This is an optimization exercise on Yosys and OpenROAD, whose aim is small area, not a production implementation. In this exercise RTL edits were held to simulation tests only and were not proved equivalent to the original. Power is estimated from default activity; no workload was simulated.

===== flow/design.v =====
package bus_checker_pkg;
   localparam int ID_W = 8;
   typedef enum logic [1:0] {
      RES_PASS     = 2'd0,
      RES_NO_MATCH = 2'd1,
      RES_MISROUTE = 2'd2,
      RES_BAD_ID   = 2'd3
   } res_code_e;
endpackage
module bus_checker_sb #(
   parameter int DEPTH = 16,
   parameter int KW    = 10
) (
   input  logic [DEPTH-1:0][KW-1:0] key_i,
   input  logic [DEPTH-1:0]         valid_i,
   input  logic [KW-1:0]            srch_key_i,
   input  logic                     srch_ok_i,   
   input  logic                     srch_i,
   input  logic                     dst_ok_i,
   output logic [DEPTH-1:0]         first_o,     
   output logic [DEPTH-1:0]         shift_o,     
   output logic                     found_o,
   output logic                     remove_o
);
   logic [DEPTH-1:0] match, match_pre, hole_pre;
   bus_checker_cmp #(
      .DEPTH (DEPTH),
      .KW    (KW)
   ) u_cmp (
      .key_i      (key_i),
      .valid_i    (valid_i),
      .srch_key_i (srch_key_i),
      .match_o    (match)
   );
   always_comb begin
      match_pre[0] = match[0];
      hole_pre[0]  = !valid_i[0];
      first_o[0]   = match[0];
      for (int i = 1; i < DEPTH; i++) begin
         match_pre[i] = match_pre[i-1] | match[i];
         hole_pre[i]  = hole_pre[i-1] | !valid_i[i];
         first_o[i]   = match[i] & !match_pre[i-1];
      end
   end
   assign found_o  = srch_ok_i && match_pre[DEPTH-1];
   assign remove_o = srch_i && found_o && dst_ok_i;
   assign shift_o  = hole_pre;
endmodule
module bus_checker_rd #(
   parameter int DEPTH = 16,
   parameter int W     = 18
) (
   input  logic [DEPTH-1:0]        sel_i,
   input  logic [DEPTH-1:0][W-1:0] data_i,
   output logic [W-1:0]            data_o
);
   always_comb begin
      data_o = '0;
      for (int i = 0; i < DEPTH; i++)
         data_o = data_o | (data_i[i] & {W{sel_i[i]}});
   end
endmodule
module bus_checker_cmp #(
   parameter int DEPTH = 16,
   parameter int KW    = 10
) (
   input  logic [DEPTH-1:0][KW-1:0] key_i,
   input  logic [DEPTH-1:0]         valid_i,
   input  logic [KW-1:0]            srch_key_i,
   output logic [DEPTH-1:0]         match_o
);
   always_comb
      for (int i = 0; i < DEPTH; i++)
         match_o[i] = valid_i[i] && (key_i[i] == srch_key_i);
endmodule
module bus_checker
#(
   parameter int DRVRS   = 4,
   parameter int PCKG_SZ = 16,
   parameter int DEPTH   = 16,
   parameter int TS_W    = 16,
   localparam int SW = $clog2(DRVRS),
   localparam int IW = $clog2(DEPTH),
   localparam int CW = $clog2(DEPTH + 1)
) (
   input  logic               clk,
   input  logic               rst_n,
   input  logic               drv_valid,
   output logic               drv_ready,
   input  logic [SW-1:0]      drv_src,
   input  logic [PCKG_SZ-1:0] drv_data,
   input  logic               mon_valid,
   input  logic [SW-1:0]      mon_dst,
   input  logic [PCKG_SZ-1:0] mon_data,
   output logic               res_valid,
   output logic [1:0]         res_code,
   output logic [SW-1:0]      res_src,
   output logic [PCKG_SZ-1:0] res_data,
   output logic [TS_W-1:0]    res_latency,
   output logic [CW-1:0]      pending,
   output logic [15:0]        pass_cnt,
   output logic [15:0]        fail_cnt
);
   localparam int ID_W = bus_checker_pkg::ID_W;
   localparam int KW   = PCKG_SZ - ID_W + SW;
   logic [DEPTH-1:0][KW-1:0]   key_q;
   logic [DEPTH-1:0][SW-1:0]   src_q;
   logic [DEPTH-1:0][TS_W-1:0] ts_q;
   logic [DEPTH-1:0]           valid_q;
   logic [CW-1:0]              count_q;
   logic [DEPTH-1:0] first, shift, kept;
   logic [DEPTH-1:0][SW+TS_W-1:0] rd_data;
   logic [SW-1:0]      hit_src;
   logic [TS_W-1:0]    hit_ts;
   logic               found, remove;
   logic [TS_W-1:0]    now_q;
   logic               accept, bad_id, push, dst_ok;
   logic               res_valid_q;
   logic [1:0]         res_code_q, res_code_d;
   logic [SW-1:0]      res_src_q;
   logic [PCKG_SZ-1:0] res_data_q;
   logic [TS_W-1:0]    res_ts_q;
   logic [15:0]        pass_q, fail_q, fail_d;
   logic               mon_fail;
   assign drv_ready = !count_q[CW-1];
   assign accept    = drv_valid && drv_ready;
   assign bad_id    = accept && (drv_data[PCKG_SZ-1 -: ID_W-SW] != '0);
   assign push      = accept && !bad_id;
   assign dst_ok    = mon_data[PCKG_SZ-ID_W +: SW] == mon_dst;
   bus_checker_sb #(
      .DEPTH (DEPTH),
      .KW    (KW)
   ) u_srch (
      .key_i      (key_q),
      .valid_i    (valid_q),
      .srch_key_i (mon_data[KW-1:0]),
      .srch_ok_i  (mon_data[PCKG_SZ-1 -: ID_W-SW] == '0),
      .srch_i     (mon_valid),
      .dst_ok_i   (dst_ok),
      .first_o    (first),
      .shift_o    (shift),
      .found_o    (found),
      .remove_o   (remove)
   );
   always_comb
      for (int i = 0; i < DEPTH; i++)
         rd_data[i] = {src_q[i], ts_q[i]};
   bus_checker_rd #(
      .DEPTH (DEPTH),
      .W     (SW + TS_W)
   ) u_rd (
      .sel_i  (first),
      .data_i (rd_data),
      .data_o ({hit_src, hit_ts})
   );
   logic [CW-1:0] count_d;
   logic [CW:0]   cnt_up, cnt_dn;
   assign cnt_up[0] = push && !remove;
   assign cnt_dn[0] = remove && !push;
   for (genvar i = 0; i < CW; i++) begin : g_cnt
      assign count_d[i]  = count_q[i] ^ (cnt_up[i] | cnt_dn[i]);
      assign cnt_up[i+1] = cnt_up[i] & count_q[i];
      assign cnt_dn[i+1] = cnt_dn[i] & !count_q[i];
   end
   assign kept = valid_q & ~(first & {DEPTH{remove}});
   always_ff @(posedge clk or negedge rst_n) begin
      if (!rst_n) begin
         valid_q <= '0;
         count_q <= '0;
      end else begin
         for (int i = 0; i < DEPTH - 1; i++)
            valid_q[i] <= shift[i] ? kept[i+1] : !(remove && first[i]);
         valid_q[DEPTH-1] <= shift[DEPTH-1] ? push : !(remove && first[DEPTH-1]);
         count_q <= count_d;
      end
   end
   always_ff @(posedge clk) begin
      for (int i = 0; i < DEPTH - 1; i++)
         if (shift[i]) begin
            key_q[i] <= key_q[i+1];
            src_q[i] <= src_q[i+1];
            ts_q[i]  <= ts_q[i+1];
         end
      if (shift[DEPTH-1]) begin
         key_q[DEPTH-1] <= drv_data[KW-1:0];
         src_q[DEPTH-1] <= drv_src;
         ts_q[DEPTH-1]  <= now_q;
      end
   end
   always_comb begin
      if (!mon_valid)  res_code_d = bus_checker_pkg::RES_BAD_ID;
      else if (remove) res_code_d = bus_checker_pkg::RES_PASS;
      else if (found)  res_code_d = bus_checker_pkg::RES_MISROUTE;
      else             res_code_d = bus_checker_pkg::RES_NO_MATCH;
   end
   assign mon_fail = mon_valid && !remove;
   logic [TS_W-1:0] now_d;
   logic [TS_W:0]   now_c;
   logic [15:0]     pass_d, fail_s;
   logic [16:0]     pass_c, fail_c;
   logic            pass_inc;
   assign now_c[0] = 1'b1;
   for (genvar i = 0; i < TS_W; i++) begin : g_now
      assign now_d[i]   = now_q[i] ^ now_c[i];
      assign now_c[i+1] = now_q[i] & now_c[i];
   end
   assign pass_inc  = remove && !(&pass_q);
   assign pass_c[0] = pass_inc;
   for (genvar i = 0; i < 16; i++) begin : g_pass
      assign pass_d[i]   = pass_q[i] ^ pass_c[i];
      assign pass_c[i+1] = pass_q[i] & pass_c[i];
   end
   logic fail_top, fail_a, fail_b;
   assign fail_top = &fail_q[15:1];                          
   assign fail_a   = mon_fail && !(fail_top && fail_q[0]);
   assign fail_b   = bad_id && !(fail_top && (fail_q[0] || mon_fail));
   assign fail_s[0]  = fail_q[0] ^ fail_a ^ fail_b;
   assign fail_c[0]  = 1'b0;
   assign fail_c[1]  = (fail_q[0] & fail_a) | (fail_q[0] & fail_b) | (fail_a & fail_b);
   for (genvar i = 1; i < 16; i++) begin : g_fail
      assign fail_s[i]   = fail_q[i] ^ fail_c[i];
      assign fail_c[i+1] = fail_q[i] & fail_c[i];
   end
   assign fail_d = fail_s;
   always_ff @(posedge clk or negedge rst_n) begin
      if (!rst_n) begin
         now_q       <= '0;
         res_valid_q <= 1'b0;
         pass_q      <= '0;
         fail_q      <= '0;
      end else begin
         now_q       <= now_d;
         res_valid_q <= mon_valid || bad_id;
         pass_q      <= pass_d;
         fail_q      <= fail_d;
      end
   end
   always_ff @(posedge clk) begin
      res_code_q <= res_code_d;
      res_src_q  <= remove ? hit_src : '0;
      res_ts_q   <= hit_ts;
      res_data_q <= mon_valid ? mon_data : drv_data;
   end
   logic [TS_W-1:0] lat_s;
   logic [TS_W:0]   lat_c;
   assign lat_c[0] = 1'b0;
   for (genvar i = 0; i < TS_W; i++) begin : g_lat
      assign lat_s[i]   = now_q[i] ^ !res_ts_q[i] ^ lat_c[i];
      assign lat_c[i+1] = (now_q[i] & !res_ts_q[i]) | (lat_c[i] & (now_q[i] ^ !res_ts_q[i]));
   end
   assign res_latency = res_code_q == bus_checker_pkg::RES_PASS ? lat_s : '0;
   assign pending     = count_q;
   assign res_valid   = res_valid_q;
   assign res_code    = res_code_q;
   assign res_src     = res_src_q;
   assign res_data    = res_data_q;
   assign pass_cnt    = pass_q;
   assign fail_cnt    = fail_q;
endmodule

===== flow/flow/run.sh =====
#!/bin/bash
# The standard layout (standard.sh, synthesis unchanged) with two changes:
# - every port still gets a buffer, but a plain buf_1 (the resizer upsizes it
#   where needed) instead of the larger default;
# - CTS builds its tree from clkbuf_4 only, with clusters of up to 10 sinks
#   within 40 um, and without dummy loads.
# Each tool's full output stays in orfs/logs; make's own output goes to
# standard_flow.log.
set -euo pipefail
bash standard.sh \
  "BUFFER_PORTS_ARGS=-buffer_cell sky130_fd_sc_hd__buf_1" \
  "CTS_ARGS=-sink_clustering_enable -repair_clock_nets -dont_use_dummy_load -buf_list sky130_fd_sc_hd__clkbuf_4 -sink_clustering_size 10 -sink_clustering_max_diameter 40" \
  finish > standard_flow.log 2>&1

===== flow/standard.sh =====
#!/bin/bash
# synth_recipe.tcl (not shown) runs the flow's synth.tcl, then flattens the netlist and writes it again
# the make line also repeats each setting of config.mk as NAME=value (left out here)
make -C /OpenROAD-flow-scripts/flow DESIGN_CONFIG=/design/flow/config.mk WORK_HOME=/design/flow/orfs CLKGATE_MAP_FILE= SYNTH_SCRIPT=/design/flow/synth_recipe.tcl "${@:-finish}"

===== flow/config.mk =====
export PLATFORM = sky130hd
export DESIGN_NAME = bus_checker
export DESIGN_NICKNAME = bus_checker
export VERILOG_FILES = /design/flow/design.v
export SDC_FILE = /design/flow/constraint.sdc
export NUM_CORES = 4
export LEC_CHECK = 0
export CAP_MARGIN = 20
export CORE_MARGIN = 2
export CORE_UTILIZATION = 40
export PLACE_DENSITY = 0.9
export SLEW_MARGIN = 20
export SYNTH_HIERARCHICAL = 1

===== flow/constraint.sdc =====
create_clock -name core_clock -period 10.0 [get_ports {clk}]
set_input_delay 2.0000 -clock core_clock [delete_from_list [all_inputs] [get_ports {clk}]]
set_output_delay 2.0000 -clock core_clock [all_outputs]
set_load 0.01 [all_outputs]

==> results of run 1 <==
## kinds of logic (layout without fill, tap and decap cells)
family | Yosys count | after routing | synth area share
AO/OA/AOI/OAI | 168 | 168 | 0.06353
flip-flops | 554 | 554 | 0.7258
multiplexers | 33 | 33 | 0.01597
buffers and inverters | 100 | 263 | 0.03205
XOR/XNOR | 172 | 172 | 0.06866
other | 0 | 2 | 0
AND/OR/NAND/NOR | 188 | 188 | 0.05406
adder cells (fa/ha/maj) | 61 | 61 | 0.03992
## Yosys cell counts, types with 2 or more instances
master    instances  area share
nand2_1           9      0.0015
nor4b_2           2      0.0014
inv_1            41      0.0070
nand3_1          24      0.0055
dfrtp_1          70       0.080
buf_6            28       0.014
inv_2             2     0.00034
and2_1           19      0.0054
buf_8             3      0.0021
a221oi_1         71       0.028
nor4_1            4      0.0011
xnor2_1         166       0.066
buf_12            4      0.0036
nor3_1            6      0.0014
dfxtp_1          36       0.033
nor3b_1           4      0.0014
fa_1             15       0.014
ha_1             46       0.026
nand4_1          60       0.017
buf_1             3     0.00051
edfxtp_1        448        0.61
a22o_1           72       0.029
mux2i_1          17      0.0078
nor2_1           23      0.0039
o21ai_0           2     0.00046
xor2_1            6      0.0024
clkbuf_1          5     0.00086
buf_2            10      0.0023
clkbuf_2          2     0.00046
a21oi_1          18      0.0041
a31oi_1           3     0.00086
nor3_2           14      0.0064
mux2_2           16      0.0082
nand2b_1          3     0.00086
and3_1            8      0.0023
## power by group
group | internal (W) | switching [W]
logic | 0.0000517 | 0.0000757
clock network | 0.000319 | 0.000692
registers | 0.00248 | 0.0000151
## final cells by class
| class | instances | share of cell area |
|---|---|---|
| Timing Repair Buffer | 150 | 0.02979 |
| Inverter | 44 | 0.007009 |
| Antenna cell | 2 | 0.0002124 |
| Multi-Input combinational cell | 622 | 0.2282 |
| Sequential cell | 554 | 0.6758 |
| Tap cell | 696 | 0.03696 |
| Clock buffer | 69 | 0.02198 |
## routing by layer
layer	up-vias	part of all wire
met5	-	0.00067
met2	917	0.48
li1	5225	-
met3	176	0.11
met1	6261	0.36
met4	2	0.038
## path summary, 6_finish.rpt
kind	end	slack, ns
setup / recovery	res_latency[15]	0.30
max in group asynchronous	now_q[10]$_DFF_PN0_	7.87
hold / removal	ts_q[45]$_DFFE_PP_	0.39
setup reg to reg	fail_q[15]$_DFF_PN0_	4.32
hold reg to reg	ts_q[45]$_DFFE_PP_	0.39
min in group asynchronous	fail_q[11]$_DFF_PN0_	1.40
## stage by stage
step / utilization / cell area [um^2] / setup WS, ns / hold slack (ns)
final: 0.4362 / 23560 / 0.2985 / 0.3877
after global routing: 0.4362 / 23560 / 0.06954 / 0.3925
after CTS: 0.4358 / 23550 / 0.2333 / 0.3857
after detailed placement: 0.4262 / 23030 / 1.077 / 0.4354
after global placement: 0.4262 / 23030 / 1.193 / 0.4277
after floorplan: - / 21940 / 1.756 / 0.4267
## sequential cells by signal, summed over array words and instances (netlist names)
register / cells
ts_q: 256
pass_q: 16
res_valid_q: 1
count_q: 5
res_code_q: 2
res_ts_q: 16
fail_q: 16
res_src_q: 2
now_q: 16
res_data_q: 16
src_q: 32
key_q: 160
valid_q: 16
## timing repair
item                                    CTS  global route
gates resized for setup                   0             2
buffers inserted                          0             0
endpoints found under the setup margin    0             1
## critical path, delay by kind of cell (launching register included)
kind	cells	cell delay, ns
XOR/XNOR	2	0.50
AND/OR/NAND/NOR	1	0.09
adder cells (fa/ha/maj)	15	5.71
buffers and inverters	3	0.27
flip-flops	1	0.42
==> results.sh, run 1 <==
export IMPL_numClockSinks=554
export IMPL_routed_wl_um=50740
export IMPL_placement_io_buffers=114
export IMPL_cap_violations=0
export IMPL_required_ns=8.00
export IMPL_antenna_left=0
export IMPL_min_delay_path_class="register to register"
export IMPL_seqCellArea_um2=15930
export IMPL_setup_worst_path_end_class="output pin"
export IMPL_routed_wire_length_per_instance_um=23.75
export IMPL_totalNegativeSetupSlack_ns=0
export IMPL_area_enclosed_by_the_die_boundary_um2=56740
export IMPL_cts_root_buffer="clkbuf_4"
export IMPL_path_common_cell="fa_1"
export IMPL_crit_path_cell_trace="ha_1 -> fa_1 -> fa_1 -> fa_1 -> fa_1 -> fa_2 -> fa_1 -> fa_1 -> fa_1 -> fa_1 -> fa_1 -> fa_1 -> fa_1 -> inv_1 -> fa_1 -> inv_1 -> fa_1 -> xnor2_2 -> xnor2_1 -> nor3_1 -> buf_1"
export IMPL_synth_warnings=10
export IMPL_synth_yosys_seq_area_share=0.7258
export IMPL_numPlacedInstances=2066
export IMPL_clk_pin_slew_worst_paths_ns=0.11
export IMPL_final_instance_count_excl_fill=2137
export IMPL_timing_critical_path_slowest_stage_cell="fa_1"
export IMPL_unrepaired_setup_endpoints_after_global_routing="no"
export IMPL_worst_slew_pin_transition_ns=1.169
export IMPL_die_height_um=238.2
export IMPL_number_of_flops_mapped_to_enable_cells_by_yosys=448
export IMPL_top_usage_layer="met2"
export IMPL_ios=115
export IMPL_multi_input_combinational_cell_area_um2=5378
export IMPL_crit_path_max_incr_delay_ns=0.46
export IMPL_yosys_most_used_dff="edfxtp_1"
export IMPL_maximum_achievable_frequency_ghz=0.1031
export IMPL_final_period_minus_worst_setup_slack_ns=9.701
export IMPL_leakagePower_nw=7.562
export IMPL_synth_fp_nets=1377
export IMPL_antenna_found_initial=1
export IMPL_pwr_density_cell_nw_per_um2=154.1
export IMPL_outcome="complete, no violations"
export IMPL_vdd_drop_max_v=0.0001236
export IMPL_finClkSkew_ns=0.1086
export IMPL_hold_viol=0
export IMPL_place_detailed_hpwl_um=32710
export IMPL_synthDistinctLibCells=51
export IMPL_postCtsHoldBufs=0
export IMPL_detail_route_drc_violations=0
export IMPL_hold_start="ts_q[61]$_DFFE_PP_"
export IMPL_core_area_um2=54030
export IMPL_cts_max_level=3
export IMPL_relSlewSlack=0.2205
export IMPL_grtUsageTotal=0.1780
export IMPL_start_kind="register"
export IMPL_report_final_setup_viol=0
export IMPL_timing_final_max_slew_violations=0
export IMPL_critical_path_arrival_ns=7.70
export IMPL_grt_first_pass_wirelength_um=76890
export IMPL_initial_utilization=0.4061
export IMPL_fillerInstances=4527
export IMPL_cts_path_max_buffers=3
export IMPL_detail_route_vias_per_cell=5.887
export IMPL_final_gp_congestion=0.8329
export IMPL_power_w=0.003631
export IMPL_die_w_um=238.2
export IMPL_synth_cells=1276
export IMPL_worstHoldPathCells=0
export IMPL_critPathLaunch="now_q[0]$_DFF_PN0_"
export IMPL_post_route_cells_drive_above_1_share=0.1084
export IMPL_synthesis_area_per_instance_um2=17.20
export IMPL_synthToLayoutAreaGrowth_pct=7.396
export IMPL_final_period_utilization=0.9701
export IMPL_gr_usage_met3=0.04466
export IMPL_timing_reg2reg_worst_path_depth=27
export IMPL_critical_path_peak_fanout=4
export IMPL_synthArstFlopShare=0.1264
export IMPL_num_vias=12580
export IMPL_yosys_register_bits=554
export IMPL_final_nets=1542
export IMPL_globalRoute_totalOverflow=0
export IMPL_most_frequent_cells_in_the_layout="448 x edfxtp_1, 165 x xnor2_1, 113 x buf_1"
export IMPL_pin_count_of_the_biggest_net_entering_global_routing=71
export IMPL_rows=85
export IMPL_layout_cells_most_common="edfxtp_1"
export IMPL_synth_area_um2=21940
export IMPL_critPathKind="register to output pin"
export IMPL_tritoncts_num_buffers=69
export IMPL_grt_met2_usage=0.2980
export IMPL_clk_latency_ns=0.76
export IMPL_drt_iter0_markers=1472
export IMPL_number_of_iterations_in_the_first_detailed_routing_pass=5
export IMPL_number_of_global_route_vias_before_repair=13250
export IMPL_worstReg2RegStart="key_q[3]$_DFFE_PP_"
export IMPL_tritoncts_clock_tree="yes"
export IMPL_grt_util_met1=0.2216
==> run 2, diff against run 1 <==
--- a/flow/config.mk
+++ b/flow/config.mk
@@ -9,3 +9,3 @@
 export CORE_MARGIN = 2
-export CORE_UTILIZATION = 40
+export CORE_UTILIZATION = 55
 export PLACE_DENSITY = 0.9
==> run 2 against run 1 <==
Against the previous run: still clean on timing, DRC and antenna; sequential cell count unchanged; clock power is essentially flat; cell area is 0.89% lower; combinational power about the same; non-clock buffer count shrank 1; sequential share of layout area up 0.61 points; maximum frequency decreased by 0.23%; cell count fell by 8.2%; register-to-register slack worse by 0.63 ns; setup slack worse by 0.022 ns.
==> results.sh, run 2 <==
export IMPL_min_delay_path_class="register to register"
export IMPL_detail_route_vias_per_cell=6.373
export IMPL_placement_io_buffers=114
export IMPL_finClkSkew_ns=0.1130
export IMPL_report_final_setup_viol=0
export IMPL_largest_register_ffs=256
export IMPL_antenna_found_initial=1
export IMPL_leakagePower_nw=7.551
export IMPL_core_area_um2=39550
export IMPL_synthesis_area_per_instance_um2=17.20
export IMPL_yosys_most_used_dff="edfxtp_1"
export IMPL_detail_route_drc_violations=0
export IMPL_outcome="complete, no violations"
export IMPL_hold_viol=0
export IMPL_synthArstFlopShare=0.1264
export IMPL_synth_commonest_cells="448 x edfxtp_1, 166 x xnor2_1, 72 x a22o_1"
export IMPL_clk_pin_slew_worst_paths_ns=0.11
export IMPL_cap_violations=0
export IMPL_initial_utilization=0.5548
export IMPL_tritoncts_num_buffers=67
export IMPL_cts_root_buffer="clkbuf_4"
export IMPL_layout_cells_most_common="edfxtp_1"
export IMPL_grtUsageTotal=0.2459
export IMPL_final_instance_count_excl_fill=1962
export IMPL_maximum_achievable_frequency_ghz=0.1028
export IMPL_cts_max_level=3
export IMPL_worstHoldPathCells=0
export IMPL_layout_cell_area_non_filler_um2=23350
export IMPL_critical_path_arrival_ns=7.72
export IMPL_synth_warnings=10
export IMPL_reg_top3="ts_q: 256 flops, key_q: 160 flops, src_q: 32 flops"
export IMPL_yosysMostFrequentCell="edfxtp_1"
export IMPL_yosys_register_bits=554
export IMPL_number_of_flops_mapped_to_enable_cells_by_yosys=448
export IMPL_unrepaired_setup_endpoints_after_global_routing="no"
export IMPL_post_route_cells_drive_above_1_share=0.1052
export IMPL_pin_count_of_the_biggest_net_entering_global_routing=71
export IMPL_clk_latency_ns=0.74
export IMPL_routed_wl_um=50310
export IMPL_rows=73
export IMPL_num_vias=12500
export IMPL_synth_yosys_seq_area_share=0.7258
export IMPL_setup_reg_to_reg_worst_slack_ns=3.69
export IMPL_critPathKind="register to output pin"
export IMPL_synth_area_leaders="edfxtp_1 61%, dfrtp_1 8.0%, xnor2_1 6.6%"
export IMPL_timing_reg2reg_worst_path_depth=25
export IMPL_most_frequent_cells_in_the_layout="448 x edfxtp_1, 166 x xnor2_1, 113 x buf_1"
export IMPL_area_enclosed_by_the_die_boundary_um2=41510
export IMPL_synthDistinctLibCells=51
export IMPL_cts_resized=0
export IMPL_postCtsHoldBufs=0
export IMPL_timing_final_max_slew_violations=0
export IMPL_vdd_drop_max_v=0.0001123
export IMPL_numPlacedInstances=1892
export IMPL_fillerInstances=2725
export IMPL_final_period_utilization=0.9723
export IMPL_dpl_instance_area_um2=22790
export IMPL_synth_fp_nets=1377
export IMPL_drt_iter0_markers=1645
export IMPL_synth_area_um2=21940
export IMPL_pwr_density_cell_nw_per_um2=154.5
export IMPL_final_period_minus_worst_setup_slack_ns=9.723
export IMPL_antenna_left=0
export IMPL_totalNegativeSetupSlack_ns=0
export IMPL_required_ns=8.00
export IMPL_tritoncts_clock_tree="yes"
export IMPL_final_nets=1539
export IMPL_synth_top_cell_by_area="edfxtp_1"
export IMPL_worstReg2RegEnd="pass_q[15]$_DFF_PN0_"
export IMPL_die_w_um=203.7
export IMPL_hold_start="ts_q[20]$_DFFE_PP_"
export IMPL_synth_cells=1276
export IMPL_number_of_iterations_in_the_first_detailed_routing_pass=6
export IMPL_cts_repair_timing_setup_buffer_count=0
export IMPL_worst_slew_pin_transition_ns=1.170
export IMPL_start_kind="register"
export IMPL_final_gp_congestion=0.8406
export IMPL_largest_register="ts_q"
export IMPL_synthToLayoutAreaGrowth_pct=6.438
export IMPL_holdPathEnd="ts_q[4]$_DFFE_PP_"
export IMPL_setup_worst_path_end_class="output pin"
export IMPL_globalRoute_totalOverflow=0
export IMPL_place_detailed_hpwl_um=32610
export IMPL_die_height_um=203.7
export IMPL_number_of_global_route_vias_before_repair=13150
export IMPL_relSlewSlack=0.2198
export IMPL_routed_wire_length_per_instance_um=25.64
export IMPL_critical_path_peak_fanout=4
export IMPL_numClockSinks=554
export IMPL_worstReg2RegStart="key_q[9]$_DFFE_PP_"
export IMPL_ios=115
export IMPL_grt_first_pass_wirelength_um=75960
export IMPL_cts_path_max_buffers=3
export IMPL_synth_top_cell_area_share=0.6131
run 2: how the worst max path moves through the flow:
| stage | depth (start not counted) | from | slack [ns] | endpoint |
|---|---|---|---|---|
| 3_3_place_gp | 21 | now_q[0]$_DFF_PN0_ | 1.28 | res_latency[15] |
| 4_1_cts | 21 | now_q[0]$_DFF_PN0_ | 0.25 | res_latency[15] |
| 6_report | 21 | now_q[0]$_DFF_PN0_ | 0.28 | res_latency[15] |
| 5_1_grt | 21 | now_q[0]$_DFF_PN0_ | 0.03 | res_latency[15] |
| 2_1_floorplan | 20 | now_q[0]$_DFF_PN0_ | 1.76 | res_latency[15] |
| 3_5_place_dp | 21 | now_q[0]$_DFF_PN0_ | 1.07 | res_latency[15] |
run 2: where the power goes:
part,internal [W],switching [W],total (W),leakage (nW)
clock,0.000310,0.000674,0.000984,0.308
combinational,0.0000528,0.0000760,0.000129,2.43
sequential,0.00248,0.0000175,0.00249,4.81
run 2: cells by family after synthesis:
group | after synthesis | synth area share
mux | 33 | 0.01597
compound gates | 168 | 0.06353
buf+inv | 100 | 0.03205
fa+ha+maj | 61 | 0.03992
flops | 554 | 0.7258
simple gates | 188 | 0.05406
xor+xnor | 172 | 0.06866
run 2: layer usage:
metal | global-route usage | vias to the layer above | part of all wire
li1 | - | 5218 | -
met1 | 0.3107 | 6132 | 0.35
met2 | 0.4101 | 987 | 0.48
met3 | 0.05817 | 167 | 0.13
met4 | 0.1022 | 0 | 0.039
met5 | 0 | - | 0
run 2: area by class of cell:
type	instances	area, um^2	share of cell area
Timing Repair Buffer	149	734.5	0.03145
Tap cell	525	656.9	0.02813
Sequential cell	554	15930	0.6819
Multi-Input combinational cell	622	5366	0.2298
Antenna cell	1	2.502	0.0001072
Inverter	44	165.2	0.007072
Clock buffer	67	503.0	0.02154
run 2: stage by stage:
| step | power [W] | hold slack [ns] | util | setup WS (ns) |
|---|---|---|---|---|
| floorplan | 0.002627 | 0.4267 | - | 1.756 |
| global placement | 0.002665 | 0.4280 | 0.5762 | 1.282 |
| global route | 0.003721 | 0.4090 | 0.5905 | 0.02797 |
| detailed placement | 0.002674 | 0.4349 | 0.5762 | 1.068 |
| CTS | 0.003621 | 0.4100 | 0.5889 | 0.2499 |
| finish | 0.003608 | 0.4127 | 0.5905 | 0.2767 |
run 2: critical path: stages (launching register included):
cell and delay (ns):
dfrtp_1 0.43, ha_1 0.21, fa_1 0.38, fa_1 0.39
fa_1 0.39, fa_1 0.43, fa_1 0.44, fa_1 0.41
fa_1 0.43, fa_1 0.45, fa_1 0.41, fa_1 0.43
fa_1 0.40, fa_1 0.38, inv_1 0.07, fa_1 0.16
inv_1 0.05, fa_1 0.37, xnor2_1 0.16, xnor2_1 0.36
nor3_1 0.09, buf_1 0.14
==> run 3, diff against run 2 <==
--- a/flow/config.mk
+++ b/flow/config.mk
@@ -9,4 +9,4 @@
 export CORE_MARGIN = 2
-export CORE_UTILIZATION = 55
-export PLACE_DENSITY = 0.9
+export CORE_UTILIZATION = 40
+export PLACE_DENSITY = 0.95
 export SLEW_MARGIN = 20
==> run 3 against run 2 <==
Against the previous run: global-route usage decreased by 6.6 points; critical path type unchanged; critical endpoint unchanged; hold slack lost 0.0032 ns; register-to-register slack better by 0.49 ns; via count is 1.0% higher; area after synthesis unchanged; still clean; routed wire length rose by 0.69%; sequential power about the same.
==> results.sh, run 3 <==
export IMPL_synth_commonest_cells="448 x edfxtp_1, 166 x xnor2_1, 72 x a22o_1"
export IMPL_synthArstFlopShare=0.1264
export IMPL_grt_util_met1=0.2218
export IMPL_antenna_found_initial=4
export IMPL_synthesis_area_per_instance_um2=17.20
export IMPL_cap_violations=0
export IMPL_globalRoute_totalOverflow=0
export IMPL_cts_repair_timing_setup_buffer_count=0
export IMPL_clk_pin_slew_worst_paths_ns=0.10
export IMPL_p_sw_w=0.0007874
export IMPL_number_of_flops_mapped_to_enable_cells_by_yosys=448
export IMPL_combinationalPowerShare=0.035
export IMPL_maximum_achievable_frequency_ghz=0.1043
export IMPL_relSlewSlack=0.1932
export IMPL_critPathKind="register to output pin"
export IMPL_pwr_density_cell_nw_per_um2=154.0
export IMPL_grtUsageTotal=0.1800
export IMPL_vdd_drop_max_v=0.0001150
export IMPL_required_ns=8.00
export IMPL_layout_cells_most_common="edfxtp_1"
export IMPL_detail_route_drc_violations=0
export IMPL_place_detailed_hpwl_um=32880
export IMPL_final_period_utilization=0.9584
export IMPL_initial_utilization=0.4061
export IMPL_ios=115
export IMPL_dpl_instance_area_um2=23030
export IMPL_setup_worst_path_end_class="output pin"
export IMPL_detail_route_vias_per_cell=5.911
export IMPL_detailedPlace_worstSlack_ns=1.169
export IMPL_number_of_global_route_vias_before_repair=13400
export IMPL_largest_register="ts_q"
export IMPL_final_nets=1541
export IMPL_pin_count_of_the_biggest_net_entering_global_routing=71
export IMPL_number_of_iterations_in_the_first_detailed_routing_pass=5
export IMPL_yosysMostFrequentCell="edfxtp_1"
export IMPL_cts_root_buffer="clkbuf_4"
export IMPL_largest_register_ffs=256
export IMPL_numClockSinks=554
export IMPL_rows=85
export IMPL_cts_path_max_buffers=3
export IMPL_final_gp_congestion=0.8612
export IMPL_critical_path_peak_fanout=4
export IMPL_antenna_left=0
export IMPL_synthDistinctLibCells=51
export IMPL_outcome="complete, no violations"
export IMPL_synthToLayoutAreaGrowth_pct=7.299
export IMPL_report_final_setup_viol=0
export IMPL_clk_latency_ns=0.79
export IMPL_most_frequent_cells_in_the_layout="448 x edfxtp_1, 166 x xnor2_1, 113 x buf_1"
export IMPL_postCtsHoldBufs=0
export IMPL_synth_yosys_seq_area_share=0.7258
export IMPL_num_vias=12630
export IMPL_area_enclosed_by_the_die_boundary_um2=56740
export IMPL_hold_viol=0
export IMPL_layout_cell_area_non_filler_um2=23540
export IMPL_top_usage_layer="met2"
export IMPL_routed_wire_length_per_instance_um=23.70
export IMPL_tritoncts_clock_tree="yes"
export IMPL_die_w_um=238.2
export IMPL_critical_path_arrival_ns=7.58
export IMPL_timing_final_max_slew_violations=0
export IMPL_fin_ws_ns=0.4160
export IMPL_switching_share=0.2171
export IMPL_synth_top_cell_area_share=0.6131
export IMPL_min_delay_path_class="register to register"
export IMPL_reg_top3="ts_q: 256 flops, key_q: 160 flops, src_q: 32 flops"
export IMPL_synth_top_cell_by_area="edfxtp_1"
export IMPL_final_period_minus_worst_setup_slack_ns=9.584
export IMPL_grt_first_pass_wirelength_um=77290
export IMPL_synth_area_leaders="edfxtp_1 61%, dfrtp_1 8.0%, xnor2_1 6.6%"
export IMPL_share_seq_of_total_power=0.688
export IMPL_gr_usage_met3=0.06351
export IMPL_synth_cells=1276
export IMPL_yosys_most_used_dff="edfxtp_1"
export IMPL_setup_reg_to_reg_worst_slack_ns=4.18
export IMPL_clock_power_share=0.276
export IMPL_internal_cell_power_w=0.002839
export IMPL_tritoncts_num_buffers=67
export IMPL_cts_resized=0
export IMPL_start_kind="register"
export IMPL_grt_met2_usage=0.2940
export IMPL_cts_max_level=3
export IMPL_core_area_um2=54030
export IMPL_synth_warnings=10
export IMPL_totalNegativeSetupSlack_ns=0
export IMPL_leakagePower_nw=7.551
export IMPL_power_w=0.003626
export IMPL_routed_wl_um=50660
export IMPL_post_route_cells_drive_above_1_share=0.1050
export IMPL_yosys_register_bits=554
export IMPL_die_height_um=238.2
export IMPL_placement_io_buffers=114
export IMPL_drt_iter0_markers=1497
export IMPL_synth_fp_nets=1377
export IMPL_worst_slew_pin_transition_ns=1.210
export IMPL_synth_area_um2=21940
export IMPL_finClkSkew_ns=0.09677
export IMPL_unrepaired_setup_endpoints_after_global_routing="no"
-- run 3: area by class of cell --
type,instances,area [um^2]
Fill cell,4555,30480
Antenna cell,3,7.507
Inverter,44,165.2
Sequential cell,554,15930
Timing Repair Buffer,151,709.4
Multi-Input combinational cell,622,5361
Tap cell,696,870.8
Clock buffer,67,503.0
-- run 3: kinds of logic (layout without fill, tap and decap cells) --
group,Yosys count,count (layout),synth area share
multiplexers,33,33,0.01597
XOR/XNOR,172,172,0.06866
flip-flops,554,554,0.7258
other,0,3,0
AO/OA/AOI/OAI,168,168,0.06353
AND/OR/NAND/NOR,188,188,0.05406
adder cells (fa/ha/maj),61,61,0.03992
buffers and inverters,100,262,0.03205
-- run 3: worst max-delay path: stages (launching register included) --
cell and delay (ns):
dfrtp_1 0.43, ha_1 0.21, fa_1 0.39, fa_1 0.41
fa_1 0.40, fa_1 0.41, fa_2 0.40, fa_1 0.42
fa_1 0.43, fa_1 0.44, fa_1 0.42, fa_1 0.44
fa_1 0.41, fa_1 0.37, inv_1 0.08, fa_1 0.16
inv_1 0.05, fa_1 0.37, xnor2_1 0.15, xnor2_1 0.12
nor3_1 0.14, buf_1 0.18
-- run 3: path summary, 6_finish.rpt --
kind                       cells after the start                    to           startpoint
max                                           21       res_latency[15]   now_q[0]$_DFF_PN0_
min                                            0   ts_q[142]$_DFFE_PP_  ts_q[158]$_DFFE_PP_
max reg2reg                                   27  fail_q[15]$_DFF_PN0_   key_q[4]$_DFFE_PP_
min reg2reg                                    0   ts_q[142]$_DFFE_PP_  ts_q[158]$_DFFE_PP_
max in group asynchronous                      1   now_q[15]$_DFF_PN0_                rst_n
min in group asynchronous                      1  count_q[0]$_DFF_PN0_                rst_n
-- run 3: routing by layer --
layer / vias to the layer above / share of wire
met5: - / 0.0019
met4: 7 / 0.029
met3: 152 / 0.13
met2: 965 / 0.47
met1: 6290 / 0.37
li1: 5217 / -
-- run 3: power groups by stage --
stage	combinational (W)	sequential, W	clock, W
floorplan	0.0000760	0.00255	0
global placement	0.000121	0.00254	0
detailed placement	0.000129	0.00255	0
CTS	0.000129	0.00249	0.00102
global route	0.000142	0.00250	0.00110
finish	0.000128	0.00250	0.00100
-- run 3: through the flow --
stage	hold WS, ns	util	cells
after detailed placement	0.4341	0.4262	2067
final	0.4095	0.4358	2137
after CTS	0.4151	0.4355	2134
after global routing	0.4386	0.4358	2137
after global placement	0.4268	0.4262	2067
after floorplan	0.4267	-	1276
==> run 4, diff against run 3 <==
--- a/flow/config.mk
+++ b/flow/config.mk
@@ -10,3 +10,2 @@
 export CORE_UTILIZATION = 40
-export PLACE_DENSITY = 0.95
 export SLEW_MARGIN = 20
==> run 4 against run 3 <==
Against the previous run: still clean on timing, DRC and antenna; area after synthesis did not move; non-clock buffer count rose by 5; setup slack got worse by 0.049 ns; combinational power barely moved; sequential share of layout area fell by 0.40 points; routed wire length rose by 0.30%; via count fell by 4.6%; clock skew rose by 0.017 ns; maximum frequency fell by 0.51%; sequential cell count did not move; critical path type unchanged.
==> results.sh, run 4 <==
export IMPL_grtUsageTotal=0.1823
export IMPL_antenna_left=0
export IMPL_yosysMostFrequentCell="edfxtp_1"
export IMPL_critical_path_buf_inv_count=3
export IMPL_die_height_um=238.2
export IMPL_rows=85
export IMPL_synthToLayoutAreaGrowth_pct=7.932
export IMPL_vdd_drop_max_v=0.00009877
export IMPL_timing_critical_path_slowest_stage_cell="fa_1"
export IMPL_yosys_register_bits=554
export IMPL_detail_route_vias_per_cell=5.614
export IMPL_setup_worst_path_end_class="output pin"
export IMPL_cts_path_max_buffers=3
export IMPL_synth_top_cell_by_area="edfxtp_1"
export IMPL_switching_share=0.2175
export IMPL_number_of_global_route_vias_before_repair=12620
export IMPL_critical_path_top_delay_family="adder cells"
export IMPL_reg_top3="ts_q: 256 flops, key_q: 160 flops, src_q: 32 flops"
export IMPL_pin_count_of_the_biggest_net_entering_global_routing=71
export IMPL_report_final_setup_viol=0
export IMPL_leakagePower_nw=7.647
export IMPL_synthesis_area_per_instance_um2=17.20
export IMPL_layout_cells_most_common="edfxtp_1"
export IMPL_tritoncts_num_buffers=73
export IMPL_synth_area_um2=21940
export IMPL_combinationalPowerShare=0.034
export IMPL_num_vias=12050
export IMPL_number_of_flops_mapped_to_enable_cells_by_yosys=448
export IMPL_hold_viol=0
export IMPL_maximum_achievable_frequency_ghz=0.1038
export IMPL_clock_power_share=0.285
export IMPL_path_common_cell="fa_1"
export IMPL_p_sw_w=0.0007965
export IMPL_relSlewSlack=0.2376
export IMPL_min_delay_path_class="register to register"
export IMPL_post_route_cells_drive_above_1_share=0.1153
export IMPL_worst_slew_pin_transition_ns=1.142
export IMPL_crit_path_cell_trace="ha_1 -> fa_1 -> fa_1 -> fa_1 -> fa_1 -> fa_1 -> fa_1 -> fa_1 -> fa_1 -> fa_1 -> fa_1 -> fa_1 -> fa_1 -> inv_1 -> fa_1 -> inv_1 -> fa_1 -> xnor2_1 -> xnor2_1 -> nor3_1 -> buf_1"
export IMPL_numClockSinks=554
export IMPL_final_nets=1552
export IMPL_internal_cell_power_w=0.002865
export IMPL_cts_max_level=3
export IMPL_synth_cells=1276
export IMPL_postCtsHoldBufs=0
export IMPL_cap_violations=0
export IMPL_cts_repair_timing_setup_buffer_count=0
export IMPL_outcome="complete, no violations"
export IMPL_crit_path_max_incr_delay_ns=0.44
export IMPL_drt_iter0_markers=1017
export IMPL_placement_io_buffers=114
export IMPL_synth_area_leaders="edfxtp_1 61%, dfrtp_1 8.0%, xnor2_1 6.6%"
export IMPL_required_ns=8.00
export IMPL_hold_worst_slack_ns=0.3561
export IMPL_cts_resized=0
export IMPL_synth_warnings=10
export IMPL_antenna_found_initial=2
export IMPL_share_seq_of_total_power=0.681
export IMPL_initial_utilization=0.4061
export IMPL_die_w_um=238.2
export IMPL_synth_yosys_seq_area_share=0.7258
export IMPL_grt_first_pass_wirelength_um=76860
export IMPL_largest_register_ffs=256
export IMPL_synth_top_cell_area_share=0.6131
export IMPL_routed_wl_um=50810
export IMPL_ios=115
export IMPL_clk_pin_slew_worst_paths_ns=0.10
export IMPL_synthArstFlopShare=0.1264
export IMPL_yosys_most_used_dff="edfxtp_1"
export IMPL_totalNegativeSetupSlack_ns=0
export IMPL_cts_root_buffer="clkbuf_4"
export IMPL_most_frequent_cells_in_the_layout="448 x edfxtp_1, 166 x xnor2_1, 113 x buf_1"
export IMPL_core_area_um2=54030
export IMPL_critical_path_peak_fanout=4
export IMPL_final_period_minus_worst_setup_slack_ns=9.633
export IMPL_area_enclosed_by_the_die_boundary_um2=56740
export IMPL_synth_fp_nets=1377
export IMPL_synth_commonest_cells="448 x edfxtp_1, 166 x xnor2_1, 72 x a22o_1"
export IMPL_routed_wire_length_per_instance_um=23.67
export IMPL_pwr_density_cell_nw_per_um2=154.6
export IMPL_critPathKind="register to output pin"
export IMPL_final_gp_congestion=0.7759
export IMPL_start_kind="register"
export IMPL_number_of_iterations_in_the_first_detailed_routing_pass=6
export IMPL_place_detailed_hpwl_um=32200
export IMPL_timing_final_max_slew_violations=0
export IMPL_finClkSkew_ns=0.1141
export IMPL_synthDistinctLibCells=51
export IMPL_final_period_utilization=0.9633
export IMPL_tritoncts_clock_tree="yes"
export IMPL_unrepaired_setup_endpoints_after_global_routing="no"
export IMPL_detail_route_drc_violations=0
export IMPL_largest_register="ts_q"
export IMPL_globalRoute_totalOverflow=0
export IMPL_clk_latency_ns=0.84
export IMPL_critical_path_arrival_ns=7.63
[run 4: final cells by class]
class	count	area [um^2]
Antenna cell	2	5.005
Timing Repair Buffer	156	779.5
Clock buffer	73	548.0
Sequential cell	554	15930
Inverter	44	165.2
Fill cell	4828	30350
Multi-Input combinational cell	622	5388
Tap cell	696	870.8
[run 4: logic make-up (layout without fill, tap and decap cells)]
kind of cell               Yosys count  after routing  synth area share
DFF                                554            554            0.7258
and+or+nand+nor                    188            188           0.05406
xor gates and xnor gates           172            172           0.06866
AOI/OAI and AO/OA                  168            168           0.06353
buffers and inverters              100            273           0.03205
adders and majority gates           61             61           0.03992
muxes                               33             33           0.01597
other                                0              2                 0
[run 4: per-stage QoR]
step / setup WS [ns] / cells / utilization / power, W / area, um^2
floorplan: 1.756 / 1276 / - / 0.002627 / 21940
global placement: 1.198 / 2070 / 0.4272 / 0.002672 / 23080
finish: 0.3669 / 2147 / 0.4383 / 0.003662 / 23680
global route: 0.1115 / 2146 / 0.4383 / 0.003809 / 23680
CTS: 0.2908 / 2144 / 0.4379 / 0.003709 / 23660
detailed placement: 1.214 / 2071 / 0.4277 / 0.002675 / 23110
[run 4: worst paths after layout]
check | from | end | slack [ns] | cells past startpoint
worst max-delay path | now_q[0]$_DFF_PN0_ | res_latency[15] | 0.37 | 21
worst min register to register | ts_q[62]$_DFFE_PP_ | ts_q[46]$_DFFE_PP_ | 0.36 | 0
worst min-delay path | ts_q[62]$_DFFE_PP_ | ts_q[46]$_DFFE_PP_ | 0.36 | 0
max in group asynchronous | rst_n | valid_q[2]$_DFF_PN0_ | 7.85 | 2
worst max register to register | key_q[8]$_DFFE_PP_ | fail_q[15]$_DFF_PN0_ | 4.39 | 27
min in group asynchronous | rst_n | now_q[11]$_DFF_PN0_ | 1.40 | 2
[run 4: worst reg2reg max path, delay by kind of cell (launching register included)]
family,cells,cell delay [ns]
compound gates,2,0.23
xor+xnor,2,0.29
buf+inv,2,0.45
fa+ha+maj,15,2.97
flops,1,0.39
simple gates,6,1.20
[run 4: power groups by stage]
stage | combinational [W] | clock (W) | sequential, W
2_1_floorplan | 0.0000760 | 0 | 0.00255
3_3_place_gp | 0.000126 | 0 | 0.00255
3_5_place_dp | 0.000129 | 0 | 0.00255
4_1_cts | 0.000129 | 0.00109 | 0.00249
5_1_grt | 0.000141 | 0.00117 | 0.00250
6_report | 0.000125 | 0.00104 | 0.00249
[run 4: per-layer routing]
layer | track usage | vias up | wire [um]
met4 | 0.06098 | 0 | 1183
met2 | 0.3066 | 589 | 24840
met3 | 0.04142 | 90 | 4466
li1 | - | 5250 | -
met5 | 0 | - | 0
met1 | 0.2337 | 6124 | 20330
==> run 5, diff against run 4 <==
--- a/flow/design.v
+++ b/flow/design.v
@@ -14,3 +14,3 @@
    input  logic [DEPTH-1:0][KW-1:0] key_i,
-   input  logic [DEPTH-1:0]         valid_i,
+   input  logic [DEPTH-1:0]         empty_i,
    input  logic [KW-1:0]            srch_key_i,
@@ -30,3 +30,3 @@
       .key_i      (key_i),
-      .valid_i    (valid_i),
+      .empty_i    (empty_i),
       .srch_key_i (srch_key_i),
@@ -36,3 +36,3 @@
       match_pre[0] = match[0];
-      hole_pre[0]  = !valid_i[0];
+      hole_pre[0]  = empty_i[0];
       first_o[0]   = match[0];
@@ -40,3 +40,3 @@
          match_pre[i] = match_pre[i-1] | match[i];
-         hole_pre[i]  = hole_pre[i-1] | !valid_i[i];
+         hole_pre[i]  = hole_pre[i-1] | empty_i[i];
          first_o[i]   = match[i] & !match_pre[i-1];
@@ -67,3 +67,3 @@
    input  logic [DEPTH-1:0][KW-1:0] key_i,
-   input  logic [DEPTH-1:0]         valid_i,
+   input  logic [DEPTH-1:0]         empty_i,
    input  logic [KW-1:0]            srch_key_i,
@@ -73,3 +73,3 @@
       for (int i = 0; i < DEPTH; i++)
-         match_o[i] = valid_i[i] && (key_i[i] == srch_key_i);
+         match_o[i] = !empty_i[i] && (key_i[i] == srch_key_i);
 endmodule
@@ -108,5 +108,5 @@
    logic [DEPTH-1:0][TS_W-1:0] ts_q;
-   logic [DEPTH-1:0]           valid_q;
+   logic [DEPTH-1:0]           empty_q;        
    logic [CW-1:0]              count_q;
-   logic [DEPTH-1:0] first, shift, kept;
+   logic [DEPTH-1:0] first, shift, gone;
    logic [DEPTH-1:0][SW+TS_W-1:0] rd_data;
@@ -134,3 +134,3 @@
       .key_i      (key_q),
-      .valid_i    (valid_q),
+      .empty_i    (empty_q),
       .srch_key_i (mon_data[KW-1:0]),
@@ -164,6 +164,6 @@
    end
-   assign kept = valid_q & ~(first & {DEPTH{remove}});
+   assign gone = empty_q | (first & {DEPTH{remove}});
    always_ff @(posedge clk or negedge rst_n) begin
       if (!rst_n) begin
-         valid_q <= '0;
+         empty_q <= '1;
          count_q <= '0;
@@ -171,4 +171,4 @@
          for (int i = 0; i < DEPTH - 1; i++)
-            valid_q[i] <= shift[i] ? kept[i+1] : !(remove && first[i]);
-         valid_q[DEPTH-1] <= shift[DEPTH-1] ? push : !(remove && first[DEPTH-1]);
+            empty_q[i] <= shift[i] ? gone[i+1] : remove && first[i];
+         empty_q[DEPTH-1] <= shift[DEPTH-1] ? !push : remove && first[DEPTH-1];
          count_q <= count_d;
==> run 5 against run 4 <==
Against the previous run: die area decreased by 0.50%; count of clock-buffer cells in the layout up 4; non-clock buffer count is 4 higher; clock power about the same; hold slack gained 0.027 ns; maximum frequency is 0.16% lower; routed wire length rose by 1.0%; register-to-register slack worse by 0.35 ns; area after synthesis down 0.51%; clock skew down 0.0050 ns; critical path depth stayed put; cell area hardly changed.
==> results.sh, run 5 <==
export IMPL_synth_cells=1257
export IMPL_synth_yosys_seq_area_share=0.7305
export IMPL_number_of_flops_mapped_to_enable_cells_by_yosys=448
export IMPL_final_gp_congestion=0.7859
export IMPL_totalNegativeSetupSlack_ns=0
export IMPL_synth_area_um2=21830
export IMPL_die_w_um=237.6
export IMPL_numPlacedInstances=2055
export IMPL_multi_input_combinational_cell_area_um2=5409
export IMPL_largest_register="ts_q"
export IMPL_final_instance_count_excl_fill=2134
export IMPL_grt_first_pass_wirelength_um=76140
export IMPL_yosys_register_bits=554
export IMPL_worst_slew_pin_transition_ns=1.072
export IMPL_dpl_instance_area_um2=23100
export IMPL_globalRoute_totalOverflow=0
export IMPL_min_delay_path_class="register to register"
export IMPL_relSlewSlack=0.2855
export IMPL_critical_path_peak_fanout=4
export IMPL_share_of_cell_area_taken_by_muxes_after_synthesis=0.01668
export IMPL_cts_root_buffer="clkbuf_4"
export IMPL_seqCellArea_um2=15950
export IMPL_routed_wire_length_per_instance_um=24.05
export IMPL_antenna_found_initial=1
export IMPL_fillerInstances=4724
export IMPL_unrepaired_setup_endpoints_after_global_routing="no"
export IMPL_synthesis_area_per_instance_um2=17.37
export IMPL_final_period_utilization=0.9648
export IMPL_tritoncts_num_buffers=77
export IMPL_layout_cells_most_common="edfxtp_1"
export IMPL_report_final_setup_viol=0
export IMPL_most_frequent_cells_in_the_layout="448 x edfxtp_1, 118 x xnor2_1, 113 x buf_1"
export IMPL_yosysMostFrequentCell="edfxtp_1"
export IMPL_cap_violations=0
export IMPL_cts_path_max_buffers=3
export IMPL_timing_final_max_slew_violations=0
export IMPL_synth_simple_area_share=0.05600
export IMPL_placement_io_buffers=114
export IMPL_die_height_um=237.6
export IMPL_hold_worst_slack_ns=0.3834
export IMPL_yosys_most_used_dff="edfxtp_1"
export IMPL_synth_fp_nets=1358
export IMPL_critical_path_arrival_ns=7.65
export IMPL_ios=115
export IMPL_final_nets=1540
export IMPL_synth_top_cell_area_share=0.6163
export IMPL_start_kind="register"
export IMPL_leakagePower_nw=8.987
export IMPL_synthToLayoutAreaGrowth_pct=8.541
export IMPL_num_vias=11840
export IMPL_synth_warnings=10
export IMPL_initial_utilization=0.4048
export IMPL_postCtsHoldBufs=0
export IMPL_drt_iter0_markers=924
export IMPL_synth_top_family_by_area="XOR/XNOR gates"
export IMPL_core_area_um2=53920
export IMPL_cts_resized=0
export IMPL_outcome="complete, no violations"
export IMPL_vdd_drop_max_v=0.00009244
export IMPL_routed_wl_um=51320
export IMPL_pin_count_of_the_biggest_net_entering_global_routing=71
export IMPL_largest_register_ffs=256
export IMPL_detail_route_drc_violations=0
export IMPL_synthDistinctLibCells=55
export IMPL_clk_latency_ns=0.83
export IMPL_grtUsageTotal=0.1839
export IMPL_number_of_iterations_in_the_first_detailed_routing_pass=5
export IMPL_finClkSkew_ns=0.1091
export IMPL_clk_pin_slew_worst_paths_ns=0.11
export IMPL_antenna_left=0
export IMPL_synthArstFlopShare=0.1264
export IMPL_pwr_density_cell_nw_per_um2=159.5
export IMPL_detail_route_vias_per_cell=5.546
export IMPL_maximum_achievable_frequency_ghz=0.1036
export IMPL_numClockSinks=554
export IMPL_cts_max_level=3
export IMPL_final_period_minus_worst_setup_slack_ns=9.648
export IMPL_synth_fa_ha_area_frac=0.04012
export IMPL_tritoncts_clock_tree="yes"
export IMPL_place_detailed_hpwl_um=31980
export IMPL_synth_top_cell_by_area="edfxtp_1"
export IMPL_required_ns=8.00
export IMPL_reg_top3="ts_q: 256 flops, key_q: 160 flops, src_q: 32 flops"
export IMPL_rows=85
export IMPL_setup_worst_path_end_class="output pin"
export IMPL_number_of_global_route_vias_before_repair=12380
export IMPL_synth_area_leaders="edfxtp_1 62%, dfrtp_1 6.2%, xnor2_1 4.7%"
export IMPL_cts_repair_timing_setup_buffer_count=0
export IMPL_layout_cell_area_non_filler_um2=23690
export IMPL_hold_viol=0
export IMPL_post_route_cells_drive_above_1_share=0.1343
export IMPL_post_synth_xor_area_fraction=0.06901
export IMPL_area_enclosed_by_the_die_boundary_um2=56460
export IMPL_critPathKind="register to output pin"
export IMPL_synth_commonest_cells="448 x edfxtp_1, 118 x xnor2_1, 72 x a22o_1"
export IMPL_synth_compound_area_share=0.06374
run 5: changes by cell type after synthesis, sizes merged, moves of 5 or more:
| cell | delta |
|---|---|
| dfstp | +16 |
| o21ai | +15 |
| nand3 | -5 |
| xor2 | +48 |
| xnor2 | -48 |
| nand2 | +11 |
| a21oi | -17 |
| inv | -17 |
| nand4 | -18 |
| or4 | +18 |
| nor2 | -15 |
| dfrtp | -16 |
run 5: kinds of logic after synthesis:
kind of cell,after synthesis
muxes,34
DFF,554
AOI/OAI and AO/OA,167
adders and majority gates,61
and+or+nand+nor,186
buffers and inverters,83
xor gates and xnor gates,172
run 5: critical path: stages (launching register included):
cell and delay [ns]:
dfrtp_1 0.43, ha_1 0.21, fa_1 0.39, fa_1 0.40, fa_1 0.40, fa_1 0.47
fa_1 0.45, fa_1 0.44, fa_1 0.41, fa_1 0.40, fa_1 0.39, fa_1 0.41
fa_1 0.39, fa_1 0.36, inv_1 0.07, fa_1 0.16, inv_1 0.05, fa_1 0.37
xnor2_1 0.15, xnor2_1 0.16, nor3_1 0.16, buf_1 0.18
run 5: routing by layer:
metal,track usage,part of all wire
met5,0,0
met4,0.06594,0.024
met3,0.04390,0.086
met2,0.3102,0.48
met1,0.2319,0.40
run 5: final cells by class:
class,instances,area share
multi-input cells,620,0.2283
well taps,696,0.03676
flip-flops and latches,554,0.6730
diodes,1,0.0001056
clock buffers,77,0.02440
inverters,26,0.004119
repair buffers,160,0.03332
run 5: final timing paths:
path                       cells past startpoint           startpoint                    to  slack (ns)
min reg2reg                                    0  src_q[18]$_DFFE_PP_   src_q[16]$_DFFE_PP_        0.38
max in group asynchronous                      2                rst_n   pass_q[2]$_DFF_PN0_        7.86
max reg2reg                                   25  key_q[19]$_DFFE_PP_  fail_q[15]$_DFF_PN0_        4.04
min in group asynchronous                      2                rst_n   fail_q[9]$_DFF_PN0_        1.43
max                                           21   now_q[0]$_DFF_PN0_       res_latency[15]        0.35
min                                            0  src_q[18]$_DFFE_PP_   src_q[16]$_DFFE_PP_        0.38
run 5: power by group:
| group | leakage, nW | internal, W | switching (W) |
|---|---|---|---|
| clock | 0.354 | 0.000354 | 0.000711 |
| combinational | 2.47 | 0.0000646 | 0.0000797 |
| sequential | 6.16 | 0.00253 | 0.0000400 |
| total | 8.99 | 0.00295 | 0.000831 |
run 5: stage by stage:
stage,power (W),utilization,setup WS (ns)
floorplan,0.002707,-,1.756
global placement,0.002765,0.4281,1.242
detailed placement,0.002771,0.4285,1.185
CTS,0.003835,0.4392,0.2379
global route,0.003934,0.4394,0.01440
finish,0.003780,0.4394,0.3517
==> run 6, diff against run 5 <==
--- a/flow/config.mk
+++ b/flow/config.mk
@@ -10,2 +10,4 @@
 export CORE_UTILIZATION = 40
+export GPL_ROUTABILITY_DRIVEN = 0
+export PLACE_DENSITY = 0.9
 export SLEW_MARGIN = 20
==> run 6 against run 5 <==
Against the previous run: sequential cell count stayed put; critical path depth is 1 higher; routed wire length is 4.6% lower; via count is 3.1% higher; non-clock buffer count is 11 lower; clock power is 5% lower; first-iteration DRC count is 41% higher; hold slack better by 0.018 ns; die area stayed put; clock skew is 0.025 ns higher; combinational power hardly changed; critical endpoint unchanged; largest power group unchanged; highest routed layer unchanged.
==> results.sh, run 6 <==
export IMPL_setup_reg_to_reg_worst_slack_ns=3.89
export IMPL_synth_top_cell_area_share=0.6163
export IMPL_num_vias=12200
export IMPL_synthDistinctLibCells=55
export IMPL_report_final_setup_viol=0
export IMPL_relSlewSlack=0.2704
export IMPL_cts_resized=0
export IMPL_unrepaired_setup_endpoints_after_global_routing="no"
export IMPL_initial_utilization=0.4048
export IMPL_yosys_most_used_dff="edfxtp_1"
export IMPL_cts_root_buffer="clkbuf_4"
export IMPL_postCtsHoldBufs=0
export IMPL_synth_yosys_seq_area_share=0.7305
export IMPL_clk_pin_slew_worst_paths_ns=0.10
export IMPL_numPlacedInstances=2044
export IMPL_synth_cells=1257
export IMPL_grt_first_pass_wirelength_um=74240
export IMPL_outcome="complete, no violations"
export IMPL_crit_path_max_incr_delay_ns=0.46
export IMPL_cts_max_level=3
export IMPL_setup_worst_path_end_class="output pin"
export IMPL_synth_area_um2=21830
export IMPL_number_of_iterations_in_the_first_detailed_routing_pass=5
export IMPL_hold_worst_slack_ns=0.4010
export IMPL_finClkSkew_ns=0.1337
export IMPL_numClockSinks=554
export IMPL_post_route_cells_drive_above_1_share=0.1240
export IMPL_synth_area_leaders="edfxtp_1 62%, dfrtp_1 6.2%, xnor2_1 4.7%"
export IMPL_worst_slew_pin_transition_ns=1.094
export IMPL_antenna_left=0
export IMPL_tritoncts_clock_tree="yes"
export IMPL_timing_critical_path_slowest_stage_cell="fa_1"
export IMPL_synthArstFlopShare=0.1264
export IMPL_maximum_achievable_frequency_ghz=0.1040
export IMPL_cts_repair_timing_setup_buffer_count=0
export IMPL_rows=85
export IMPL_fillerInstances=4441
export IMPL_critical_path_arrival_ns=7.61
export IMPL_timing_final_max_slew_violations=0
export IMPL_detail_route_drc_violations=0
export IMPL_detailedPlace_worstSlack_ns=1.083
export IMPL_die_height_um=237.6
export IMPL_leakagePower_nw=8.886
export IMPL_crit_path_cell_trace="inv_1 -> ha_1 -> fa_1 -> fa_1 -> fa_1 -> fa_1 -> fa_1 -> fa_1 -> fa_1 -> fa_1 -> fa_1 -> fa_1 -> fa_1 -> fa_1 -> inv_1 -> fa_1 -> inv_1 -> fa_1 -> xnor2_1 -> xnor2_1 -> nor3_1 -> buf_1"
export IMPL_place_detailed_hpwl_um=31440
export IMPL_largest_register_ffs=256
export IMPL_ios=115
export IMPL_critical_path_top_delay_family="adder cells"
export IMPL_globalRoute_totalOverflow=0
export IMPL_synth_top_cell_by_area="edfxtp_1"
export IMPL_routed_wire_length_per_instance_um=23.13
export IMPL_final_nets=1522
export IMPL_vdd_drop_max_v=0.0001422
export IMPL_synthesis_area_per_instance_um2=17.37
export IMPL_tritoncts_num_buffers=70
export IMPL_antenna_found_initial=1
export IMPL_synth_commonest_cells="448 x edfxtp_1, 118 x xnor2_1, 72 x a22o_1"
export IMPL_largest_register="ts_q"
export IMPL_core_area_um2=53920
export IMPL_number_of_flops_mapped_to_enable_cells_by_yosys=448
export IMPL_number_of_global_route_vias_before_repair=12950
export IMPL_final_period_utilization=0.9613
export IMPL_detail_route_vias_per_cell=5.764
export IMPL_final_instance_count_excl_fill=2117
export IMPL_final_period_minus_worst_setup_slack_ns=9.613
export IMPL_required_ns=8.00
export IMPL_critical_path_buf_inv_count=4
export IMPL_synth_warnings=10
export IMPL_drt_iter0_markers=1306
export IMPL_yosysMostFrequentCell="edfxtp_1"
export IMPL_dpl_instance_area_um2=23010
export IMPL_most_frequent_cells_in_the_layout="448 x edfxtp_1, 118 x xnor2_1, 113 x buf_1"
export IMPL_synth_fp_nets=1358
export IMPL_critical_path_peak_fanout=1
export IMPL_clk_latency_ns=0.77
export IMPL_routed_wl_um=48960
export IMPL_pin_count_of_the_biggest_net_entering_global_routing=71
export IMPL_grtUsageTotal=0.1724
export IMPL_min_delay_path_class="register to register"
export IMPL_cap_violations=0
export IMPL_yosys_register_bits=554
export IMPL_start_kind="register"
export IMPL_totalNegativeSetupSlack_ns=0
export IMPL_reg_top3="ts_q: 256 flops, key_q: 160 flops, src_q: 32 flops"
export IMPL_hold_viol=0
export IMPL_path_common_cell="fa_1"
export IMPL_layout_cell_area_non_filler_um2=23560
export IMPL_layout_cells_most_common="edfxtp_1"
export IMPL_area_enclosed_by_the_die_boundary_um2=56460
export IMPL_critPathKind="register to output pin"
export IMPL_synthToLayoutAreaGrowth_pct=7.916
export IMPL_fin_ws_ns=0.3865
export IMPL_placement_io_buffers=114
export IMPL_die_w_um=237.6
export IMPL_pwr_density_cell_nw_per_um2=158.4
export IMPL_cts_path_max_buffers=3
==> run 6: cell type report <==
class	count	area (um^2)	share of cell area
diodes	2	5.005	0.0002125
clock buffers	70	525.5	0.02231
inverters	26	97.59	0.004143
multi-input cells	620	5410	0.2297
flip-flops and latches	554	15950	0.6769
well taps	696	870.8	0.03697
repair buffers	149	701.9	0.02980
==> run 6: per-layer routing <==
| metal | track usage | share of wire |
|---|---|---|
| met5 | 0 | 0 |
| met4 | 0.05851 | 0.026 |
| met3 | 0.04622 | 0.12 |
| met2 | 0.2935 | 0.49 |
| met1 | 0.2127 | 0.36 |
==> run 6: worst paths after layout <==
| path | start | endpoint | depth (start not counted) |
|---|---|---|---|
| worst min register to register | ts_q[243]$_DFFE_PP_ | ts_q[227]$_DFFE_PP_ | 0 |
| worst min-delay path | ts_q[243]$_DFFE_PP_ | ts_q[227]$_DFFE_PP_ | 0 |
| max in group asynchronous | rst_n | fail_q[9]$_DFF_PN0_ | 1 |
| worst max-delay path | res_ts_q[0]$_DFF_P_ | res_latency[15] | 22 |
| min in group asynchronous | rst_n | now_q[8]$_DFF_PN0_ | 1 |
| worst max register to register | key_q[1]$_DFFE_PP_ | fail_q[15]$_DFF_PN0_ | 27 |
==> run 6: logic make-up after synthesis <==
group,after synthesis,share of synthesized area
mux,34,0.01668
xor+xnor,172,0.06901
compound gates,167,0.06374
fa+ha+maj,61,0.04012
simple gates,186,0.05600
buf+inv,83,0.02396
flops,554,0.7305
==> run 6: report_power, final <==
group,switching (W),internal (W)
sequential,0.0000417,0.00253
clock,0.000692,0.000323
combinational,0.0000810,0.0000633
==> run 6: through the flow <==
stage	power [W]	util
after global routing	0.003847	0.4368
after CTS	0.003749	0.4364
final	0.003731	0.4369
after detailed placement	0.002768	0.4267
after global placement	0.002754	0.4267
after floorplan	0.002707	-
==> run 7, diff against run 6 <==
--- a/flow/config.mk
+++ b/flow/config.mk
@@ -10,3 +10,2 @@
 export CORE_UTILIZATION = 40
-export GPL_ROUTABILITY_DRIVEN = 0
 export PLACE_DENSITY = 0.9
==> run 7 against run 6 <==
Against the previous run: synthesized cell count did not move; cell count did not move; critical path depth did not move; utilization did not move; first-iteration DRC count did not move; global-route usage did not move; sequential cell count did not move; clock power barely moved; clock skew did not move; critical path type unchanged; largest power group unchanged; highest routed layer unchanged.
==> results.sh, run 7 <==
export IMPL_drt_iter0_markers=1306
export IMPL_synth_commonest_cells="448 x edfxtp_1, 118 x xnor2_1, 72 x a22o_1"
export IMPL_synth_top_cell_by_area="edfxtp_1"
export IMPL_required_ns=8.00
export IMPL_final_period_minus_worst_setup_slack_ns=9.613
export IMPL_core_area_um2=53920
export IMPL_yosys_most_used_dff="edfxtp_1"
export IMPL_synth_fa_ha_area_frac=0.04012
export IMPL_num_vias=12200
export IMPL_timing_final_max_slew_violations=0
export IMPL_die_w_um=237.6
export IMPL_cap_violations=0
export IMPL_fillerInstances=4441
export IMPL_clk_latency_ns=0.77
export IMPL_layout_cells_most_common="edfxtp_1"
export IMPL_post_synth_xor_area_fraction=0.06901
export IMPL_initial_utilization=0.4048
export IMPL_cts_root_buffer="clkbuf_4"
export IMPL_placement_io_buffers=114
export IMPL_yosysMostFrequentCell="edfxtp_1"
export IMPL_area_enclosed_by_the_die_boundary_um2=56460
export IMPL_outcome="complete, no violations"
export IMPL_antenna_left=0
export IMPL_detail_route_drc_violations=0
export IMPL_critical_path_peak_fanout=1
export IMPL_cts_path_max_buffers=3
export IMPL_synth_fp_nets=1358
export IMPL_detail_route_vias_per_cell=5.764
export IMPL_cts_resized=0
export IMPL_cts_max_level=3
export IMPL_largest_register="ts_q"
export IMPL_antenna_found_initial=1
export IMPL_reg_top3="ts_q: 256 flops, key_q: 160 flops, src_q: 32 flops"
export IMPL_synth_warnings=10
-- run 7: cell counts in the layout (fill, tap and decap cells not counted) --
No cell type changed its count.
-- run 7: per-layer routing --
| metal | up-vias | global-route usage | part of all wire |
|---|---|---|---|
| li1 | 5189 | - | - |
| met1 | 6043 | 0.2127 | 0.36 |
| met2 | 854 | 0.2935 | 0.49 |
| met3 | 116 | 0.04622 | 0.12 |
| met4 | 0 | 0.05851 | 0.026 |
| met5 | - | 0 | 0 |
-- run 7: power breakdown --
group	internal (W)	total [W]	switching, W
sequential	0.00253	0.00257	0.0000417
clock	0.000323	0.00102	0.000692
combinational	0.0000633	0.000144	0.0000810
-- run 7: kinds of logic after synthesis --
group                    after synthesis
flip-flops                           554
AND/OR/NAND/NOR                      186
XOR/XNOR                             172
AO/OA/AOI/OAI                        167
buffers and inverters                 83
adder cells (fa/ha/maj)               61
multiplexers                          34
-- run 7: metrics by stage --
| stage | hold WS (ns) | instance area, um^2 | utilization | instances | setup WS, ns |
|---|---|---|---|---|---|
| 2_1_floorplan | 0.4267 | 21830 | - | 1257 | 1.756 |
| 3_3_place_gp | 0.4274 | 23010 | 0.4267 | 2044 | 1.175 |
| 3_5_place_dp | 0.4349 | 23010 | 0.4267 | 2044 | 1.083 |
| 4_1_cts | 0.3786 | 23530 | 0.4364 | 2114 | 0.2933 |
| 5_1_grt | 0.4001 | 23550 | 0.4368 | 2116 | 0.01611 |
| 6_report | 0.4010 | 23560 | 0.4369 | 2117 | 0.3865 |
-- run 7: final cells by class --
type,instances,area (um^2),share of cell area
Antenna cell,2,5.005,0.0002125
Clock buffer,70,525.5,0.02231
Inverter,26,97.59,0.004143
Multi-Input combinational cell,620,5410,0.2297
Sequential cell,554,15950,0.6769
Tap cell,696,870.8,0.03697
Timing Repair Buffer,149,701.9,0.02980
-- run 7: critical path, stage by stage, from the launching register on --
cell and delay [ns]:
dfxtp_1 0.34, inv_1 0.04, ha_1 0.19, fa_1 0.38, fa_1 0.40, fa_1 0.42, fa_1 0.46, fa_1 0.45
fa_1 0.41, fa_1 0.42, fa_1 0.44, fa_1 0.42, fa_1 0.43, fa_1 0.39, fa_1 0.36, inv_1 0.08
fa_1 0.18, inv_1 0.05, fa_1 0.37, xnor2_1 0.15, xnor2_1 0.13, nor3_1 0.14, buf_1 0.19
-- run 7: final timing paths --
kind / startpoint / to / slack, ns / cells after the start
min in group asynchronous: rst_n / now_q[8]$_DFF_PN0_ / 1.42 / 1
max in group asynchronous: rst_n / fail_q[9]$_DFF_PN0_ / 7.85 / 1
worst min register to register: ts_q[243]$_DFFE_PP_ / ts_q[227]$_DFFE_PP_ / 0.40 / 0
worst max register to register: key_q[1]$_DFFE_PP_ / fail_q[15]$_DFF_PN0_ / 3.89 / 27
worst max-delay path: res_ts_q[0]$_DFF_P_ / res_latency[15] / 0.39 / 22
worst min-delay path: ts_q[243]$_DFFE_PP_ / ts_q[227]$_DFFE_PP_ / 0.40 / 0

Check on run 7: ideal ports give 0.387 ns setup slack; a clkbuf_16 on the clock port and buf_2 on the inputs give 0.339 ns; moving port delays by the midpoint clock arrival (0.752 ns) as well gives 1.091 ns.
